Background: an optimization exercise with open tools, aiming at small area, a short achievable clock period and few clock cycles. Do not read the settings as production practice.
Only simulation tests tie the RTL to the original design; equivalence was not proved.
Power figures rest on the tool's default switching activity, not on a simulated workload.

== build 46 ==
## hart_mem_sys
module hart_mem_sys (
    input  logic                   i_clk,
    input  logic                   i_rst_n,
    input  logic [31:0]            i_fetch_addr,
    output logic [31:0]            o_fetch_inst,
    output logic                   o_fetch_busy,
    input  logic                   i_ls_read,
    input  logic                   i_ls_write,
    input  logic [31:0]            i_ls_addr,
    input  logic [31:0]            i_ls_wdata,
    input  logic [1:0]             i_ls_size,
    input  logic                   i_ls_unsigned,
    output logic [31:0]            o_ls_rdata,
    output logic                   o_ls_trap,
    output logic                   o_ls_busy,
    output logic                   o_mem_ren,
    output logic                   o_mem_wen,
    output logic [31:0]            o_mem_addr,
    output logic [31:0]            o_mem_wdata,
    input  logic [31:0]            i_mem_rdata,
    input  logic                   i_mem_valid,
    input  logic                   i_mem_ready
);
    typedef enum logic [1:0] {
        RD_NONE  = 2'd0,
        RD_FETCH = 2'd1,
        RD_LOAD  = 2'd2,
        RD_STORE = 2'd3
    } rd_e;
    rd_e        rd_q, rd_d;
    logic [1:0] off_q;
    logic [1:0] size_q;
    logic       uns_q;
    always_ff @(posedge i_clk) begin
        if (!i_rst_n) rd_q <= RD_NONE;
        else          rd_q <= rd_d;
        off_q  <= i_ls_addr[1:0];
        size_q <= i_ls_size;
        uns_q  <= i_ls_unsigned;
    end
    logic rd_none, rd_f, rd_l, rd_s;
    logic is_byte, is_half, is_word, mis_q;
    assign rd_none = (rd_q == RD_NONE);
    assign rd_f    = (rd_q == RD_FETCH);
    assign rd_l    = (rd_q == RD_LOAD);
    assign rd_s    = (rd_q == RD_STORE);
    assign is_byte = (size_q == 2'd0);
  ...
Settings: LEC_CHECK=0, ABC_AREA=1, CAP_MARGIN=20, CORE_MARGIN=2, CORE_UTILIZATION=25, PLACE_DENSITY=0.6, SETUP_SLACK_MARGIN=2.65, SLEW_MARGIN=20; clock period 6.0 ns.
standard.sh (not shown) runs the stock make flow with config.mk's settings and CLKGATE_MAP_FILE= SYNTH_SCRIPT=/design/flow/synth_recipe.tcl, a recipe that flattens the netlist after the stock synthesis.
==> flow/flow/run.sh <==
#!/bin/bash
set -euo pipefail
export BUFFER_PORTS_ARGS="-buffer_cell sky130_fd_sc_hd__buf_1"
bash standard.sh MATCH_CELL_FOOTPRINT=0 finish > standard_flow.log 2>&1
Testbench counts of build 46, summed over its fixed seeds: cycles 137,032.
Edits applied to the flow inputs when going from build 46 to build 61:
Settings: SETUP_SLACK_MARGIN changed from 2.65 to 2.3.
==> notes.md <==
Build 61 vs build 46, share of the cycle needed by the critical path after routing went up by 2.3 points.
NOTE detail-routed net length per standard cell build 46->build 61 decreased by a few percent
Compared with build 46, build 61 supports a lower clock frequency.
Build 61 completed end to end with timing, DRC and antenna clean.
Build 61 vs build 46: largest net degree at the start of global routing up in build 61
Proportion of power drawn by combinational gates ended up 3.6 points lower on build 61 than on build 46.
Build 61 against build 46: total detailed-routing wirelength decreased 3.4%, clock period minus final worst setup slack rose by 0.14 ns, design internal power decreased about 16%, combinational power saw a decrease.
sky130_fd_sc_hd__or2_4 as the highest-delay cell along the critical path was reported by build 46, and sky130_fd_sc_hd__or2_2 by build 61.
--- input diff build 61..build 73 ---
Settings: a change of ABC_AREA from 1 to 0; a change of SETUP_SLACK_MARGIN from 2.3 to 2.5; an added CTS_BUF_LIST of sky130_fd_sc_hd__clkbuf_2; a change of PLACE_DENSITY from 0.6 to 0.8.
--- outcome ---
Build 73 ends up with a via count that is 12% lower than in build 61. | period utilization | build 61 vs build 73 | ≈ equal |. In the reports for build 73 and build 61, the larger count of cells along the worst register-to-register path belongs to build 61. | total number of sequential cells | build 61 vs build 73 | ≈ equal |. The area of the die of build 61 and that of build 73 are within noise of each other. Build 73 vs. build 61: post-synthesis cell count went down by 193. Diff build 61 -> build 73: clock slew at the register clock pins of the worst setup and hold paths went up; detailed route wirelength on metal3 went up; end-of-flow core utilization went up; worst setup slack went down.

========
The RTL this note starts from:
==> flow/design.v <==
package hart_mem_pkg;
    typedef logic [32-1:0] word_t;
    typedef logic [4-1:0] byte_mask_t;
    typedef enum logic [1:0] {
        LS_BYTE = 2'd0,
        LS_HALF = 2'd1,
        LS_WORD = 2'd2
    } ls_size_e;
    typedef enum logic [1:0] {
        OWN_NONE   = 2'd0,
        OWN_ICACHE = 2'd1,
        OWN_DCACHE = 2'd2
    } bus_owner_e;
endpackage
`timescale 1ns/1ps
module hart_mem_sys (
    input  logic                   i_clk,
    input  logic                   i_rst_n,
    input  logic [31:0]            i_fetch_addr,
    output logic [31:0]            o_fetch_inst,
    output logic                   o_fetch_busy,
    input  logic                   i_ls_read,
    input  logic                   i_ls_write,
    input  logic [31:0]            i_ls_addr,
    input  logic [31:0]            i_ls_wdata,
    input  logic [1:0]             i_ls_size,
    input  logic                   i_ls_unsigned,
    output logic [31:0]            o_ls_rdata,
    output logic                   o_ls_trap,
    output logic                   o_ls_busy,
    output logic                   o_mem_ren,
    output logic                   o_mem_wen,
    output logic [31:0]            o_mem_addr,
    output logic [31:0]            o_mem_wdata,
    input  logic [31:0]            i_mem_rdata,
    input  logic                   i_mem_valid,
    input  logic                   i_mem_ready
);
    typedef enum logic [1:0] {
        RD_NONE  = 2'd0,
        RD_FETCH = 2'd1,
        RD_LOAD  = 2'd2,
        RD_STORE = 2'd3
    } rd_e;
    rd_e        rd_q, rd_d;
    logic [1:0] off_q;
    logic [1:0] size_q;
    logic       uns_q;
    always_ff @(posedge i_clk) begin
        if (!i_rst_n) rd_q <= RD_NONE;
        else          rd_q <= rd_d;
        off_q  <= i_ls_addr[1:0];
        size_q <= i_ls_size;
        uns_q  <= i_ls_unsigned;
    end
    logic rd_none, rd_f, rd_l, rd_s;
    logic is_byte, is_half, is_word, mis_q;
    assign rd_none = (rd_q == RD_NONE);
    assign rd_f    = (rd_q == RD_FETCH);
    assign rd_l    = (rd_q == RD_LOAD);
    assign rd_s    = (rd_q == RD_STORE);
    assign is_byte = (size_q == 2'd0);
    assign is_half = (size_q == 2'd1);
    assign is_word = size_q[1];
    assign mis_q   = (is_half && off_q[0]) || (is_word && (off_q != 2'b00));
    logic ls_sel, word_store, bus_free;
    assign bus_free   = rd_none || i_mem_valid;
    assign word_store = i_ls_write && i_ls_size[1] && (i_ls_addr[1:0] == 2'b00);
    assign ls_sel     = (i_ls_read || i_ls_write) && !rd_l;
    assign o_mem_wen  = i_mem_ready && ((word_store && bus_free) ||
                                        (rd_s && i_mem_valid && !mis_q));
    assign o_mem_ren  = i_mem_ready && bus_free &&
                        (ls_sel ? (!word_store && !rd_s) : !rd_f);
    assign o_mem_addr = ls_sel ? {i_ls_addr[31:2], 2'b00} : {i_fetch_addr[31:2], 2'b00};
    always_comb begin
        rd_d = rd_q;
        if (i_mem_valid) rd_d = RD_NONE;
        if (o_mem_ren) begin
            if (!ls_sel)         rd_d = RD_FETCH;
            else if (i_ls_write) rd_d = RD_STORE;
            else                 rd_d = RD_LOAD;
        end
    end
    assign o_fetch_inst = i_mem_rdata;
    assign o_fetch_busy = !(rd_f && i_mem_valid);
    assign o_ls_busy = !(o_mem_wen || ((rd_l || (rd_s && mis_q)) && i_mem_valid));
    assign o_ls_trap = mis_q && rd_q[1];
    logic [3:0] mask, sel_old, sel_own, sel_lo, sel_hi;
    always_comb begin
        if (is_byte)      mask = 4'b0001 << off_q;
        else if (is_half) mask = off_q[1] ? 4'b1100 : 4'b0011;
        else              mask = 4'b1111;
    end
    always_comb begin
        sel_old = 4'b0000;
        sel_own = 4'b1111;
        sel_lo  = 4'b0000;
        sel_hi  = 4'b0000;
        if (rd_s) begin
            sel_old = ~mask;
            sel_own = mask & (is_half ? 4'b0011 : 4'b0001);
            sel_lo  = mask & (is_half ? 4'b0100 : 4'b1110);
            sel_hi  = mask & (is_half ? 4'b1000 : 4'b0000);
        end
    end
    always_comb begin
        for (int k = 0; k < 4; k++) begin
            o_mem_wdata[8*k +: 8] = ({8{sel_old[k]}} & i_mem_rdata[8*k +: 8]) |
                                    ({8{sel_own[k]}} & i_ls_wdata[8*k +: 8]) |
                                    ({8{sel_lo[k]}}  & i_ls_wdata[7:0]) |
                                    ({8{sel_hi[k]}}  & i_ls_wdata[15:8]);
        end
    end
    logic [3:0] lo_sel, sign_sel;
    logic       sign;
    assign lo_sel   = 4'b0001 << off_q;
    assign sign_sel = uns_q   ? 4'b0000 :
                      is_byte ? lo_sel :
                      is_half ? (off_q[1] ? 4'b1000 : 4'b0010) : 4'b0000;
    assign sign     = |(sign_sel & {i_mem_rdata[31], i_mem_rdata[23],
                                    i_mem_rdata[15], i_mem_rdata[7]});
    always_comb begin
        o_ls_rdata[7:0]   = ({8{lo_sel[0]}} & i_mem_rdata[7:0]) |
                            ({8{lo_sel[1]}} & i_mem_rdata[15:8]) |
                            ({8{lo_sel[2]}} & i_mem_rdata[23:16]) |
                            ({8{lo_sel[3]}} & i_mem_rdata[31:24]);
        o_ls_rdata[15:8]  = ({8{!is_byte && !off_q[1]}} & i_mem_rdata[15:8]) |
                            ({8{!is_byte &&  off_q[1]}} & i_mem_rdata[31:24]) |
                            ({8{is_byte}} & {8{sign}});
        o_ls_rdata[31:16] = is_word ? i_mem_rdata[31:16] : {16{sign}};
    end
endmodule
==> flow/config.mk <==
export PLATFORM = sky130hd
export DESIGN_NAME = hart_mem_sys
export DESIGN_NICKNAME = hart_mem_sys
export VERILOG_FILES = /design/flow/design.v
export SDC_FILE = /design/flow/constraint.sdc
export NUM_CORES = 4
export LEC_CHECK = 0
export CAP_MARGIN = 20
export CORE_MARGIN = 2
export CORE_UTILIZATION = 50
export PLACE_DENSITY = 0.6
export SETUP_SLACK_MARGIN = 2.3
export SLEW_MARGIN = 20
==> flow/constraint.sdc <==
create_clock -name core_clock -period 6.0 [get_ports {i_clk}]
set_input_delay 1.2000 -clock core_clock [delete_from_list [all_inputs] [get_ports {i_clk}]]
set_output_delay 1.2000 -clock core_clock [all_outputs]
set_load 0.01 [all_outputs]
Scripts as last shown in full above: flow/flow/run.sh
The first run stopped in 3_2_place_iop on PPL-0024.
Testbench counts at the start, summed over its fixed seeds: cycles 137,032.
Rerun with:
CORE_UTILIZATION = 25   (was 50)
=> With this change the flow went through all stages and came out clean; synthesized cell count stays the same; area after synthesis stays the same.

========
Starts from the design.v that is shown in full above.
clock: 6.0 ns
lec_check: 0
cap_margin: 20
core_margin: 2
core_utilization: 35
place_density: 0.6
setup_slack_margin: 2.3
slew_margin: 20
Scripts as last shown in full above: flow/flow/run.sh
Testbench counts at the start, summed over its fixed seeds: cycles 137,032.
Next try:
--- a/flow/config.mk
+++ b/flow/config.mk
@@ -9,5 +9,6 @@
 export CORE_MARGIN = 2
-export CORE_UTILIZATION = 35
+export CORE_UTILIZATION = 25
 export PLACE_DENSITY = 0.6
-export SETUP_SLACK_MARGIN = 2.3
+export SETUP_SLACK_MARGIN = 2.6
 export SLEW_MARGIN = 20
+export TNS_END_PERCENT = 0
The new run finished clean.
Synthesized area stays the same.
Final area rose by 5.9%.
Routed wire length fell by 2.1%.
Total power rose by about 1.4%.
Next try:
--- a/flow/config.mk
+++ b/flow/config.mk
@@ -11,4 +11,3 @@
 export PLACE_DENSITY = 0.6
-export SETUP_SLACK_MARGIN = 2.6
+export SETUP_SLACK_MARGIN = 2
 export SLEW_MARGIN = 20
-export TNS_END_PERCENT = 0
Combinational power shrinks by about 5%.
Area after synthesis stays the same.
Sequential cell count is unchanged.
Register-to-register slack is better by 0.13 ns.
Die area stays the same.
Wire length shrinks by 3.6%.
Total power shrinks by 4.0%.
Final area shrinks by 4.8%.
Via count shrinks by 2.5%.
Global-route usage shrinks by 0.51 points.
First-iteration DRC count shrinks by 26%.
Next try:
--- a/flow/config.mk
+++ b/flow/config.mk
@@ -11,3 +11,3 @@
 export PLACE_DENSITY = 0.6
-export SETUP_SLACK_MARGIN = 2
+export SETUP_SLACK_MARGIN = 2.6
 export SLEW_MARGIN = 20
Worst hold slack is worse by 0.051 ns.
Core utilization increases by 8.1 points.
Die area does not change.
Clock-buffer cell count stays the same.
Final area rose by about a fifth.
Wire length is higher by roughly a tenth.

========
RTL: one of the versions met above, not the one the previous note started from.
Size in the first run: ~8 flip-flops, about 270 I/O pins, ~2200 um2 of cells after synthesis.
export LEC_CHECK = 0
export ABC_AREA = 1
export CAP_MARGIN = 20
export CORE_MARGIN = 2
export CORE_UTILIZATION = 35
export PLACE_DENSITY = 0.6
export SETUP_SLACK_MARGIN = 2.5
export SLEW_MARGIN = 20
create_clock -name core_clock -period 6.0 [get_ports {i_clk}]
Scripts as last shown in full above: flow/flow/run.sh
Testbench counts at the start, summed over its fixed seeds: cycles 137,032.
==> next run, changes <==
ABC_AREA = unset   (was 1)
CORE_UTILIZATION = 25   (was 35)
=> The new run passed the timing, design-rule and antenna checks; final area grows by 7.6%; synthesized cell count shrinks by 43%; maximum frequency shrinks by 2.3%; worst hold slack gains 0.050 ns; clock power hardly moves; setup slack loses 0.082 ns.
==> next run, changes <==
ABC_AREA = 1   (was unset)
CTS_BUF_LIST = sky130_fd_sc_hd__clkbuf_2   (was unset)
PLACE_DENSITY = 0.8   (was 0.6)
Result:
- via count rose by 19%
- worst hold slack got worse by 0.046 ns
- cell area fell by 11%
- combinational power fell by about 11%
- total power fell by 16%
==> next run, changes <==
CAP_MARGIN = 0   (was 20)
CTS_BUF_LIST = unset   (was sky130_fd_sc_hd__clkbuf_2)
PLACE_DENSITY = 0.6   (was 0.8)
SETUP_SLACK_MARGIN = 2.3   (was 2.5)
SLEW_MARGIN = 0   (was 20)
Result: Sequential power barely changes. Non-clock buffer count rose by 1. Register-to-register slack stays flat.

========
## build 74
Another version of the RTL of hart_mem_sys (not shown whole).
Size: about 450 cells after synthesis, ~270 I/O pins.
clock: 6.0 ns
lec_check: 0
abc_area: 1
cap_margin: 20
core_margin: 2
core_utilization: 25
cts_buf_list: sky130_fd_sc_hd__clkbuf_2
place_density: 0.8
setup_slack_margin: 2.6
slew_margin: 20
synth_hierarchical: 1
synth_minimum_keep_size: 0
tns_end_percent: 0
Scripts as last shown in full above: flow/flow/run.sh
Testbench counts of build 74, summed over its fixed seeds: cycles 137,032.
## Diff of input files: build 14 against build 74
diff --git a/flow/config.mk b/flow/config.mk
--- a/flow/config.mk
+++ b/flow/config.mk
@@ -13,3 +13,3 @@
 export PLACE_DENSITY = 0.8
-export SETUP_SLACK_MARGIN = 2.6
+export SETUP_SLACK_MARGIN = 2.5
 export SLEW_MARGIN = 20
@@ -17,2 +17 @@
 export SYNTH_MINIMUM_KEEP_SIZE = 0
-export TNS_END_PERCENT = 0
Findings:
Ratio of final minimum period to clock period for build 14: 0.43 points up relative to build 74. Summary of build 14 over build 74: count of filler cells inserted in the layout now larger, routed length on met2 shows a reduction of 1.2%. Re layout-stage area growth over the synthesis result: build 14 and build 74 aren't equal, and the lower value belongs to build 14. In build 14, combinational fraction of design power is lower than in build 74. In the reports for build 14 and build 74, the larger net switching share of the total power belongs to build 14. Per the comparison of build 14 with build 74, fraction of area in registers about even, number of cells on the critical path fell 2. Taking build 74 as the reference point, the total power of build 14 falls by about 0.7%. [compare] base=build 74 new=build 14: peak ir drop on the vdd network went down 5.1%, count of buffers added by post-CTS timing repair for setup lost 2.
### build 14 -> build 17
diff --git a/flow/config.mk b/flow/config.mk
--- a/flow/config.mk
+++ b/flow/config.mk
@@ -12,2 +12,3 @@
 export CTS_BUF_LIST = sky130_fd_sc_hd__clkbuf_2
+export GPL_ROUTABILITY_DRIVEN = 0
 export PLACE_DENSITY = 0.8
Build 17 finished end to end and its layout was clean on timing, DRC and antenna.
In terms of final area, build 17 and build 14 differ only marginally.
There was hardly any difference in fraction of area in registers between build 17 and build 14.
Higher final critical-path share of the clock period was reported by build 17, not build 14.
Layout overhead on the synthesized area delta (build 17 -> build 14): insignificant
Between build 14 and build 17, the first-pass GRT wire length does not differ in any meaningful way.
Looking at met3 usage, build 17 sits above build 14.
Looking at build 17 and build 14, the final core area utilization is a wash.
[compare] base=build 14 new=build 17: clock period minus worst slack higher, wire length higher.
Run comparison: build 14 critical path endpoint o_mem_addr[24]; build 17 critical path endpoint o_ls_rdata[27]
Here is what was changed in the inputs of build 5 compared with build 17.
diff --git a/flow/config.mk b/flow/config.mk
--- a/flow/config.mk
+++ b/flow/config.mk
@@ -7,3 +7,3 @@
 export LEC_CHECK = 0
-export ABC_AREA = 1
+export ABC_AREA = 0
 export CAP_MARGIN = 20
@@ -12,5 +12,4 @@
 export CTS_BUF_LIST = sky130_fd_sc_hd__clkbuf_2
-export GPL_ROUTABILITY_DRIVEN = 0
 export PLACE_DENSITY = 0.8
-export SETUP_SLACK_MARGIN = 2.5
+export SETUP_SLACK_MARGIN = 2.3
 export SLEW_MARGIN = 20
Findings:
- Portion of the post-synthesis area used by sequential elements in build 5 vs build 17: up 0.34 points
- Build 5 against build 17: count of flip-flops and latches was more or less identical; post-route total power decreased about 0.9%; sequential cell area share comparable; post-route core utilization climbed 1.8 points.
- Lower storage element area goes to build 17 over build 5.
- Compared to build 17, build 5 has setup slack 420 ps lower.
- Die height, build 17 and build 5: smaller value in build 5
- All of build 17 and build 5 finish clean.

separate check: timing with driven ports:
The flow's constraints put no driver on any port. The routed layouts listed below were extracted and timed again, unchanged, in two steps.
Step 1: set_driving_cell puts a clkbuf_16 on i_clk and a buf_2 on each other input, an assumption about the parent block.
Step 2 moves the port delays by t, midway between the first and last clock arrival at a register: inputs arrive t later, outputs are due t later. That takes back most of the time a late clock gives input paths.
Three values: ideal ports, drivers, drivers and shift; two values: the first two.
| run | t (ns) | slack for setup (ns) | worst setup path after step 2 | latest minus earliest clock arrival (ns) |
|---|---|---|---|---|
| build 46 | 0.247 | 2.567 / 2.534 / 2.534 | input to output | 0.002 / 0.001 |
| build 61 | 0.247 | 2.432 / 2.409 / 2.409 | input to output | 0.002 / 0.001 |
| build 73 | 0.265 | 2.424 / 2.372 / 2.372 | input to output | 0.006 / 0.006 |
| the second run of note 2 | 0.243 | 2.379 / 2.353 / 2.353 | input to output | 0.001 / 0.001 |
| the first run of note 3 | 0.249 | 2.296 / 2.276 / 2.276 | input to output | 0.000 / 0.000 |
| the second run of note 3 | 0.245 | 2.425 / 2.396 / 2.396 | input to output | 0.003 / 0.003 |
| the third run of note 3 | 0.245 | 2.200 / 2.178 / 2.178 | input to output | 0.002 / 0.001 |
| the fourth run of note 3 | 0.245 | 2.472 / 2.426 / 2.426 | input to output | 0.000 / 0.001 |
| the first run of note 4 | 0.247 | 2.509 / 2.456 / 2.456 | input to output | 0.002 / 0.002 |
| the second run of note 4 | 0.244 | 2.428 / 2.379 / 2.379 | input to output | 0.005 / 0.005 |
| the third run of note 4 | 0.250 | 2.581 / 2.557 / 2.557 | input to output | 0.002 / 0.002 |
| the fourth run of note 4 | 0.247 | 2.432 / 2.409 / 2.409 | input to output | 0.002 / 0.001 |
| build 74 | 0.248 | 2.645 / 2.622 / 2.622 | input to output | 0.001 / 0.001 |
| build 14 | 0.249 | 2.619 / 2.581 / 2.581 | input to output | 0.001 / 0.001 |
| build 17 | 0.246 | 2.590 / 2.568 / 2.568 | input to output | 0.001 / 0.001 |
| build 5 | 0.252 | 2.168 / 2.129 / 2.129 | input to output | 0.007 / 0.007 |
After both steps setup and hold are still met in every run listed. The setup slack of the first run of note 4, which loses most, moves by -0.053 ns with the drivers and by -0.053 ns with both steps.
